Context: an optimization exercise on an open-source flow, tuned for small area, a short achievable clock period and few clock cycles. The choices shown serve that exercise and are no tape-out recipe. Only simulation tests tie the RTL to the original design; equivalence was not proved.

==> design/flow/design.v <==
package sha224_pkg;
    typedef logic [31:0]       word_t;
    typedef logic [7:0][31:0]  state8_t;    
    typedef logic [15:0][31:0] window_t;    
    typedef struct packed {
        logic  push;
        word_t word;
    } push_t;
    typedef struct packed {
        logic       busy;
        logic [3:0] fill;
    } core_status_t;
    localparam logic [2:0] LAST_DIGEST_IDX = 3'd6;
    localparam logic [3:0] LEN_SLOT_FILL   = 4'd14;
    localparam logic [3:0] FULL_FILL       = 4'd15;
    localparam logic [5:0] LAST_ROUND      = 6'd63;
    localparam word_t      PAD_WORD        = 32'h8000_0000;
    localparam state8_t INIT_HASH = {
        32'hBEFA4FA4, 32'h64F98FA7, 32'h68581511, 32'hFFC00B31,
        32'hF70E5939, 32'h3070DD17, 32'h367CD507, 32'hC1059ED8
    };
    function automatic word_t rotr(input word_t x, input int n);
        rotr = (x >> n) | (x << (32 - n));
    endfunction
    function automatic word_t big_sigma0(input word_t x);
        big_sigma0 = rotr(x, 2) ^ rotr(x, 13) ^ rotr(x, 22);
    endfunction
    function automatic word_t big_sigma1(input word_t x);
        big_sigma1 = rotr(x, 6) ^ rotr(x, 11) ^ rotr(x, 25);
    endfunction
    function automatic word_t small_sigma0(input word_t x);
        small_sigma0 = rotr(x, 7) ^ rotr(x, 18) ^ (x >> 3);
    endfunction
    function automatic word_t small_sigma1(input word_t x);
        small_sigma1 = rotr(x, 17) ^ rotr(x, 19) ^ (x >> 10);
    endfunction
    function automatic word_t round_k(input logic [5:0] idx);
        case (idx)
            6'd0:  round_k = 32'h428A2F98;
            6'd1:  round_k = 32'h71374491;
            6'd2:  round_k = 32'hB5C0FBCF;
            6'd3:  round_k = 32'hE9B5DBA5;
            6'd4:  round_k = 32'h3956C25B;
            6'd5:  round_k = 32'h59F111F1;
            6'd6:  round_k = 32'h923F82A4;
            6'd7:  round_k = 32'hAB1C5ED5;
            6'd8:  round_k = 32'hD807AA98;
            6'd9:  round_k = 32'h12835B01;
            6'd10: round_k = 32'h243185BE;
            6'd11: round_k = 32'h550C7DC3;
            6'd12: round_k = 32'h72BE5D74;
            6'd13: round_k = 32'h80DEB1FE;
            6'd14: round_k = 32'h9BDC06A7;
            6'd15: round_k = 32'hC19BF174;
            6'd16: round_k = 32'hE49B69C1;
            6'd17: round_k = 32'hEFBE4786;
            6'd18: round_k = 32'h0FC19DC6;
            6'd19: round_k = 32'h240CA1CC;
            6'd20: round_k = 32'h2DE92C6F;
            6'd21: round_k = 32'h4A7484AA;
            6'd22: round_k = 32'h5CB0A9DC;
            6'd23: round_k = 32'h76F988DA;
            6'd24: round_k = 32'h983E5152;
            6'd25: round_k = 32'hA831C66D;
            6'd26: round_k = 32'hB00327C8;
            6'd27: round_k = 32'hBF597FC7;
            6'd28: round_k = 32'hC6E00BF3;
            6'd29: round_k = 32'hD5A79147;
            6'd30: round_k = 32'h06CA6351;
            6'd31: round_k = 32'h14292967;
            6'd32: round_k = 32'h27B70A85;
            6'd33: round_k = 32'h2E1B2138;
            6'd34: round_k = 32'h4D2C6DFC;
            6'd35: round_k = 32'h53380D13;
            6'd36: round_k = 32'h650A7354;
            6'd37: round_k = 32'h766A0ABB;
            6'd38: round_k = 32'h81C2C92E;
            6'd39: round_k = 32'h92722C85;
            6'd40: round_k = 32'hA2BFE8A1;
            6'd41: round_k = 32'hA81A664B;
            6'd42: round_k = 32'hC24B8B70;
            6'd43: round_k = 32'hC76C51A3;
            6'd44: round_k = 32'hD192E819;
            6'd45: round_k = 32'hD6990624;
            6'd46: round_k = 32'hF40E3585;
            6'd47: round_k = 32'h106AA070;
            6'd48: round_k = 32'h19A4C116;
            6'd49: round_k = 32'h1E376C08;
            6'd50: round_k = 32'h2748774C;
            6'd51: round_k = 32'h34B0BCB5;
            6'd52: round_k = 32'h391C0CB3;
            6'd53: round_k = 32'h4ED8AA4A;
            6'd54: round_k = 32'h5B9CCA4F;
            6'd55: round_k = 32'h682E6FF3;
            6'd56: round_k = 32'h748F82EE;
            6'd57: round_k = 32'h78A5636F;
            6'd58: round_k = 32'h84C87814;
            6'd59: round_k = 32'h8CC70208;
            6'd60: round_k = 32'h90BEFFFA;
            6'd61: round_k = 32'hA4506CEB;
            6'd62: round_k = 32'hBEF9A3F7;
            6'd63: round_k = 32'hC67178F2;
            default: round_k = 32'h0000_0000;
        endcase
    endfunction
endpackage
module sha224_round (
    input  logic [7:0][31:0] v,
    input  sha224_pkg::word_t   w,
    input  sha224_pkg::word_t   k,
    output logic [7:0][31:0] v_next
);
    sha224_pkg::word_t ch;
    sha224_pkg::word_t maj;
    sha224_pkg::word_t t1;
    sha224_pkg::word_t t2;
    always_comb
    begin
        ch  = (v[4] & v[5]) ^ (~v[4] & v[6]);
        maj = (v[0] & v[1]) ^ (v[0] & v[2]) ^ (v[1] & v[2]);
        t1  = v[7] + sha224_pkg::big_sigma1(v[4]) + ch + k + w;
        t2  = sha224_pkg::big_sigma0(v[0]) + maj;
        v_next[7] = v[6];
        v_next[6] = v[5];
        v_next[5] = v[4];
        v_next[4] = v[3] + t1;
        v_next[3] = v[2];
        v_next[2] = v[1];
        v_next[1] = v[0];
        v_next[0] = t1 + t2;
    end
endmodule
module sha224_core (
    input  logic                     clk,
    input  logic                     rst_n,
    input  sha224_pkg::push_t        push,
    input  logic                     restart,
    output sha224_pkg::core_status_t status,
    output logic [7:0][31:0]      chain
);
    typedef enum logic [1:0] {C_IDLE, C_ROUND, C_FINAL} core_state_t;
    core_state_t state_reg;
    logic [3:0]  fill_reg;
    logic [5:0]  round_reg;
    logic [7:0][31:0]     chain_reg;
    logic [7:0][31:0]     work_reg;
    logic [15:0][31:0]     window_reg;
    logic [7:0][31:0]     round_out;
    logic [7:0][31:0]     chain_sum;
    sha224_pkg::word_t       sched_word;
    sha224_round u_round (
        .v      (work_reg),
        .w      (window_reg[0]),
        .k      (sha224_pkg::round_k(round_reg)),
        .v_next (round_out)
    );
    assign sched_word = sha224_pkg::small_sigma1(window_reg[14]) + window_reg[9]
                      + sha224_pkg::small_sigma0(window_reg[1]) + window_reg[0];
    always_comb
    begin
        for (int i = 0; i < 8; i++)
        begin
            chain_sum[i] = chain_reg[i] + work_reg[i];
        end
    end
    always_ff @(posedge clk or negedge rst_n)
    begin
        if (!rst_n)
        begin
            state_reg <= C_IDLE;
            fill_reg  <= '0;
            round_reg <= '0;
            chain_reg <= sha224_pkg::INIT_HASH;
        end
        else
        begin
            case (state_reg)
                C_IDLE:
                begin
                    if (restart)
                    begin
                        chain_reg <= sha224_pkg::INIT_HASH;
                    end
                    if (push.push)
                    begin
                        fill_reg <= fill_reg + 4'd1;
                        if (fill_reg == sha224_pkg::FULL_FILL)
                        begin
                            round_reg <= '0;
                            state_reg <= C_ROUND;
                        end
                    end
                end
                C_ROUND:
                begin
                    round_reg <= round_reg + 6'd1;
                    if (round_reg == sha224_pkg::LAST_ROUND)
                    begin
                        state_reg <= C_FINAL;
                    end
                end
                C_FINAL:
                begin
                    chain_reg <= chain_sum;
                    state_reg <= C_IDLE;
                end
                default:
                begin
                    state_reg <= C_IDLE;
                end
            endcase
        end
    end
    always_ff @(posedge clk)
    begin
        if (state_reg == C_IDLE && push.push)
        begin
            window_reg <= {push.word, window_reg[15:1]};
            if (fill_reg == sha224_pkg::FULL_FILL)
            begin
                work_reg <= chain_reg;
            end
        end
        else if (state_reg == C_ROUND)
        begin
            window_reg <= {sched_word, window_reg[15:1]};
            work_reg   <= round_out;
        end
    end
    assign status.busy = (state_reg != C_IDLE);
    assign status.fill = fill_reg;
    assign chain       = chain_reg;
endmodule
module sha224_pad (
    input  logic                     clk,
    input  logic                     rst_n,
    input  logic                     accept,
    input  sha224_pkg::word_t        data_word,
    input  logic [2:0]               byte_count,
    input  logic                     last_word,
    input  sha224_pkg::core_status_t status,
    output sha224_pkg::push_t        push,
    output logic                     idle,
    output logic                     finish
);
    typedef enum logic [2:0] {P_IDLE, P_PAD, P_ZERO, P_LEN_HI, P_LEN_LO, P_WAIT} pad_state_t;
    pad_state_t  state_reg;
    logic [63:0] bytes_reg;
    logic [2:0]  count_sat;
    sha224_pkg::word_t       tail_word;
    logic [63:0] bit_len;
    assign count_sat = (byte_count > 3'd4) ? 3'd4 : byte_count;
    assign bit_len   = {bytes_reg[60:0], 3'b000};
    always_comb
    begin
        case (count_sat)
            3'd0:    tail_word = sha224_pkg::PAD_WORD;
            3'd1:    tail_word = {data_word[31:24], 24'h80_0000};
            3'd2:    tail_word = {data_word[31:16], 16'h8000};
            3'd3:    tail_word = {data_word[31:8], 8'h80};
            default: tail_word = data_word;
        endcase
    end
    always_comb
    begin
        push.push = 1'b0;
        push.word = '0;
        case (state_reg)
            P_IDLE:
            begin
                push.push = accept;
                push.word = last_word ? tail_word : data_word;
            end
            P_PAD:
            begin
                push.push = !status.busy;
                push.word = sha224_pkg::PAD_WORD;
            end
            P_ZERO:
            begin
                push.push = !status.busy && (status.fill != sha224_pkg::LEN_SLOT_FILL);
            end
            P_LEN_HI:
            begin
                push.push = !status.busy;
                push.word = bit_len[63:32];
            end
            P_LEN_LO:
            begin
                push.push = !status.busy;
                push.word = bit_len[31:0];
            end
            default:
            begin
                push.push = 1'b0;
            end
        endcase
    end
    assign idle   = (state_reg == P_IDLE);
    assign finish = (state_reg == P_WAIT) && !status.busy;
    always_ff @(posedge clk or negedge rst_n)
    begin
        if (!rst_n)
        begin
            state_reg <= P_IDLE;
            bytes_reg <= '0;
        end
        else
        begin
            case (state_reg)
                P_IDLE:
                begin
                    if (accept)
                    begin
                        if (!last_word)
                        begin
                            bytes_reg <= bytes_reg + 64'd4;
                        end
                        else
                        begin
                            bytes_reg <= bytes_reg + {61'd0, count_sat};
                            state_reg <= (count_sat == 3'd4) ? P_PAD : P_ZERO;
                        end
                    end
                end
                P_PAD:
                begin
                    if (!status.busy)
                    begin
                        state_reg <= P_ZERO;
                    end
                end
                P_ZERO:
                begin
                    if (!status.busy && status.fill == sha224_pkg::LEN_SLOT_FILL)
                    begin
                        state_reg <= P_LEN_HI;
                    end
                end
                P_LEN_HI:
                begin
                    if (!status.busy)
                    begin
                        state_reg <= P_LEN_LO;
                    end
                end
                P_LEN_LO:
                begin
                    if (!status.busy)
                    begin
                        state_reg <= P_WAIT;
                    end
                end
                P_WAIT:
                begin
                    if (!status.busy)
                    begin
                        bytes_reg <= '0;
                        state_reg <= P_IDLE;
                    end
                end
                default:
                begin
                    state_reg <= P_IDLE;
                end
            endcase
        end
    end
endmodule
module sha224_message_digest (
    input  logic         clk,
    input  logic         rst_n,
    input  logic         msg_valid,
    output logic         msg_ready,
    input  logic [31:0]  msg_data_word,
    input  logic [2:0]   msg_byte_count,
    input  logic         msg_last_word,
    output logic         digest_valid,
    input  logic         digest_ready,
    output logic [31:0]  digest_digest_word,
    output logic [2:0]   digest_word_index,
    output logic         digest_digest_last
);
    sha224_pkg::push_t        push;
    sha224_pkg::core_status_t status;
    logic [7:0][31:0]      chain;
    logic         pad_idle;
    logic         finish;
    logic         in_accept;
    logic         out_accept;
    logic         restart;
    logic         emit_active_reg;
    logic [2:0]   idx_reg;
    sha224_pkg::word_t        word_reg;
    logic [2:0]   idx_next;
    assign msg_ready  = pad_idle && !status.busy && !emit_active_reg;
    assign in_accept  = msg_valid && msg_ready;
    assign out_accept = digest_valid && digest_ready;
    assign restart  = out_accept && (idx_reg == sha224_pkg::LAST_DIGEST_IDX);
    assign idx_next = idx_reg + 3'd1;
    sha224_pad u_pad (
        .clk        (clk),
        .rst_n      (rst_n),
        .accept     (in_accept),
        .data_word  (msg_data_word),
        .byte_count (msg_byte_count),
        .last_word  (msg_last_word),
        .status     (status),
        .push       (push),
        .idle       (pad_idle),
        .finish     (finish)
    );
    sha224_core u_core (
        .clk     (clk),
        .rst_n   (rst_n),
        .push    (push),
        .restart (restart),
        .status  (status),
        .chain   (chain)
    );
    always_ff @(posedge clk or negedge rst_n)
    begin
        if (!rst_n)
        begin
            emit_active_reg <= 1'b0;
            idx_reg         <= '0;
        end
        else
        begin
            if (finish)
            begin
                emit_active_reg <= 1'b1;
                idx_reg         <= '0;
            end
            else if (out_accept)
            begin
                if (idx_reg == sha224_pkg::LAST_DIGEST_IDX)
                begin
                    emit_active_reg <= 1'b0;
                    idx_reg         <= '0;
                end
                else
                begin
                    idx_reg <= idx_next;
                end
            end
        end
    end
    always_ff @(posedge clk)
    begin
        if (finish)
        begin
            word_reg <= chain[0];
        end
        else if (out_accept && idx_reg != sha224_pkg::LAST_DIGEST_IDX)
        begin
            word_reg <= chain[idx_next];
        end
    end
    assign digest_valid       = emit_active_reg;
    assign digest_digest_word = word_reg;
    assign digest_word_index  = idx_reg;
    assign digest_digest_last = (idx_reg == sha224_pkg::LAST_DIGEST_IDX);
endmodule
==> design/flow/run.sh <==
#!/bin/bash
# synth_recipe.tcl (not shown) runs the flow's synth.tcl, then flattens the netlist and writes it again
# the make line also repeats each setting of config.mk as NAME=value (left out here)
make -C /OpenROAD-flow-scripts/flow DESIGN_CONFIG=/design/flow/config.mk WORK_HOME=/design/flow/orfs CLKGATE_MAP_FILE= SYNTH_SCRIPT=/design/flow/synth_recipe.tcl finish
==> design/flow/config.mk <==
export PLATFORM = sky130hd
export DESIGN_NAME = sha224_message_digest
export DESIGN_NICKNAME = sha224_message_digest
export VERILOG_FILES = /design/flow/design.v
export SDC_FILE = /design/flow/constraint.sdc
export NUM_CORES = 4
export LEC_CHECK = 0
export CAP_MARGIN = 20
export CORE_MARGIN = 2
export CORE_UTILIZATION = 40
export SLEW_MARGIN = 20
==> design/flow/constraint.sdc <==
create_clock -name core_clock -period 11.0 [get_ports {clk}]
set_input_delay 2.2000 -clock core_clock [delete_from_list [all_inputs] [get_ports {clk}]]
set_output_delay 2.2000 -clock core_clock [all_outputs]
set_load 0.01 [all_outputs]
==> impl_metrics.tcl <==
set metrics [dict create \
    post-cts-setup-buffers 0 \
    worstHoldStart "u_core.window_reg[101]$_DFFE_PP_" \
    avgViaCountPerCell 5.83 \
    cts_buffer_depth 3 \
    setup_viol 0 \
    slowest_delay_ns 0.76 \
    fin_crit_sh_pct 92.8 \
    port_buffers 77 \
    postSynth.asyncResetShare_pct 29.6 \
    hold_violations 0 \
    ctsHoldBuffers 0 \
    r2r_start "u_core.round_reg[1]$_DFFE_PN0P_" \
    status "complete, no violations" \
    drt_iter0_drc 5827 \
    largest_reg_flops 512 \
    post_cts_resized 0 \
    grt_antenna_before_repair 4 \
    synth.distinct_cells 97 \
    reg2reg_slack_ns 0.79 \
    final_cell_mix "1017 x nand2_1, 800 x edfxtp_1, 486 x a21oi_1" \
    crit_slowest_cell "ha_1" \
    syn_avg_cell_area_um2 10.4 \
    num_vias 53921 \
    drc 0 \
    end_kind "register" \
    synth_edf_count 800 \
    finalNonFillerCells 9244 \
    synth-seq-cells 1136 \
    die_w_um 426 \
    cap_viol_max_count 0 \
    yosysSeqAreaShare_pct 45.9 \
    final_common_cell "nand2_1" \
    die_area_um2 181000 \
    fmax_mhz 98.0 \
    grt_pass1_wl_um 343000 \
    synth-main-ff-cell "edfxtp_1" \
    reg2reg_to "u_core.work_reg[29]$_DFFE_PP_" \
    grt_pass1_vias 51809 \
    grt_max_degree 171 \
    ios 78 \
    cts-root-buf "clkbuf_16" \
    crit_arrival_ns 10.72 \
    coreArea_um2 176000 \
    synth_nets 7443 \
    detail-route-antenna-nets 0 \
    clkLatencyLatePin_ns 0.80 \
    initial_utilization_pct 40.3 \
    grt_overflow 0 \
    rsz0062_at_grt "false" \
    fin_crit_ns 10.21 \
    finalMaxSlewViolations 0 \
    tritoncts "built" \
    r2r_cells 36 \
    path_common_cell "fa_1" \
    hp-class "reg -> reg" \
    fin_nets 7432 \
    setup_tns_ns 0 \
    htreeDepth 4 \
    rows 154 \
    die_y_um 426 \
    clk_pin_slew_ns 0.06 \
    worst_hold_path.endpoint "u_core.window_reg[69]$_DFFE_PP_" \
    grt_usage_pct 25.3 \
    dp_hpwl_um 171000 \
    area_delta_synth_final_pct 10.8 \
    utilization_pct 44.7 \
    place_inst 9000 \
    drtPass1Iterations 10 \
    avgRoutedWirePerCell_um 25.1 \
    syn_inst 6805 \
    critical_path.max_fanout 17 \
    max_slew_margin_pct 22.7 \
    gp_congestion 0.939 \
    whs_path_depth 0 \
    startpoint_type "register" \
    syn_area_um2 71100 \
    worstSetupPathType "reg -> reg" \
    worstMarginPinSlew_ns 1.15 \
    cts_made_buffers 131 \
    ys_warn_count 4 \
    fin_skew_ns 0.0379 \
    drive_gt1_share_pct 7.95 \
    required_ns 11.51 \
    clock-sinks 1136 \
    drt-total-wl_um 232000 \
]
-- cells in the mapped netlist (11+ instances only) --
library cell | instances | area share (%)
fa_1 | 196 | 5.5
nand2b_1 | 55 | 0.48
inv_1 | 345 | 1.8
o22ai_1 | 36 | 0.32
buf_1 | 34 | 0.18
a21boi_0 | 14 | 0.15
a311oi_1 | 15 | 0.18
or3_1 | 46 | 0.40
xnor2_1 | 348 | 4.3
mux2i_1 | 68 | 0.96
nor2_1 | 427 | 2.3
dfrtp_1 | 206 | 7.3
ha_1 | 402 | 7.1
nand4_1 | 30 | 0.26
a21oi_1 | 486 | 3.4
nor2b_1 | 51 | 0.45
dfstp_2 | 130 | 4.8
mux4_2 | 72 | 2.3
or2_2 | 25 | 0.22
edfxtp_1 | 800 | 34
nor3_1 | 98 | 0.69
a22oi_1 | 14 | 0.15
nand2_1 | 1019 | 5.4
a22o_1 | 17 | 0.21
o21bai_1 | 43 | 0.45
o311ai_0 | 17 | 0.21
nor3b_1 | 11 | 0.12
and3_1 | 44 | 0.39
a211o_1 | 15 | 0.18
a211oi_1 | 45 | 0.48
o22a_1 | 21 | 0.26
a21o_1 | 204 | 2.2
o21ai_0 | 437 | 3.1
nor4_1 | 16 | 0.14
o31ai_1 | 47 | 0.50
xor2_1 | 250 | 3.1
a2111oi_0 | 14 | 0.17
a222oi_1 | 28 | 0.39
o211ai_1 | 31 | 0.33
clkbuf_1 | 259 | 1.4
and2_1 | 14 | 0.12
o21a_1 | 60 | 0.63
nand3_1 | 90 | 0.63
o31a_1 | 12 | 0.15
a31oi_1 | 49 | 0.43
-- cells by family (layout without fill, tap and decap cells) --
logic type | Yosys count | after routing | synth area share, %
compound gates | 1709 | 1709 | 15.2
xor+xnor | 600 | 600 | 7.43
fa+ha+maj | 601 | 601 | 12.6
buf+inv | 644 | 742 | 3.43
flops | 1136 | 1136 | 45.9
mux | 144 | 144 | 3.30
other cells | 0 | 1 | 0
simple gates | 1971 | 1971 | 12.1
-- worst max path at each step --
| stage | from | to |
|---|---|---|
| final | u_core.round_reg[1]$_DFFE_PN0P_ | u_core.work_reg[29]$_DFFE_PP_ |
| after global routing | u_core.round_reg[1]$_DFFE_PN0P_ | u_core.work_reg[29]$_DFFE_PP_ |
| after CTS | u_core.round_reg[1]$_DFFE_PN0P_ | u_core.work_reg[29]$_DFFE_PP_ |
| after global placement | u_core.round_reg[1]$_DFFE_PN0P_ | u_core.work_reg[28]$_DFFE_PP_ |
| after floorplan | msg_valid | u_core.window_reg[0]$_DFFE_PP_ |
| after detailed placement | u_core.round_reg[1]$_DFFE_PN0P_ | u_core.work_reg[29]$_DFFE_PP_ |
-- final cells by class --
type / count / area (um^2)
Fill cell: 16497 / 97600
Sequential cell: 1136 / 32600
Antenna cell: 1 / 2.50
Tap cell: 2340 / 2930
Clock buffer: 161 / 3510
Clock inverter: 81 / 852
Multi-Input combinational cell: 5025 / 36100
Timing Repair Buffer: 152 / 1390
Inverter: 348 / 1310
-- per-stage QoR --
step	hold WS (ns)	instance area [um^2]	setup WS (ns)
final	0.412	78700	0.794
after floorplan	0.400	71100	0.927
after global placement	0.400	74400	1.15
after global routing	0.418	78700	0.292
after CTS	0.405	78700	0.929
after detailed placement	0.405	74400	0.906
-- metal layers --
metal / global-route usage [%] / part of all wire (%) / routed length [um] / vias to the layer above
met5: 0 / 0.0035 / 8 / -
met4: 10.7 / 4.6 / 10700 / 2
met3: 3.73 / 7.5 / 17300 / 429
met2: 38.4 / 44 / 102000 / 2270
met1: 36.2 / 44 / 101000 / 26822
li1: - / - / - / 24398
-- critical path, delay by kind of cell (launching register included) --
kind / cells / cell delay (ns)
buf+inv: 4 / 0.60
simple gates: 5 / 0.84
flops: 1 / 0.73
fa+ha+maj: 8 / 3.73
xor+xnor: 2 / 0.39
compound gates: 17 / 3.62
Testbench counts, summed over its fixed seeds: cycles 65,016.

## what the ideal ports hide
No port has a modelled driver above. Below, the same layout with a new extraction and two added sets of constraints.
Step 1 (the two cells are an assumption about what drives the block):
set clk [get_ports {clk}]
set_driving_cell -lib_cell sky130_fd_sc_hd__clkbuf_16 $clk
set_driving_cell -lib_cell sky130_fd_sc_hd__buf_2 [delete_from_list [all_inputs] $clk]
Step 2 times the ports against the registers' clock, not the clock port: input delays grow and output delays shrink by t, the midpoint of the rising clock arrivals with the driver on.
Slacks: no drivers / after step 1 / after step 2; pairs: no drivers / after step 1.
t, ns: 0.873
slack for setup (ns): 0.794 / 0.794 / 0.794
hold slack, ns: 0.412 / 0.412 / 0.412
worst data-port slew with drivers (ns): 0.07
cell pins on the clock port's net: 1
After both steps this run still meets setup and hold. For this run, drivers alone change the setup slack by 0.000 ns; drivers and shift together by 0.000 ns.
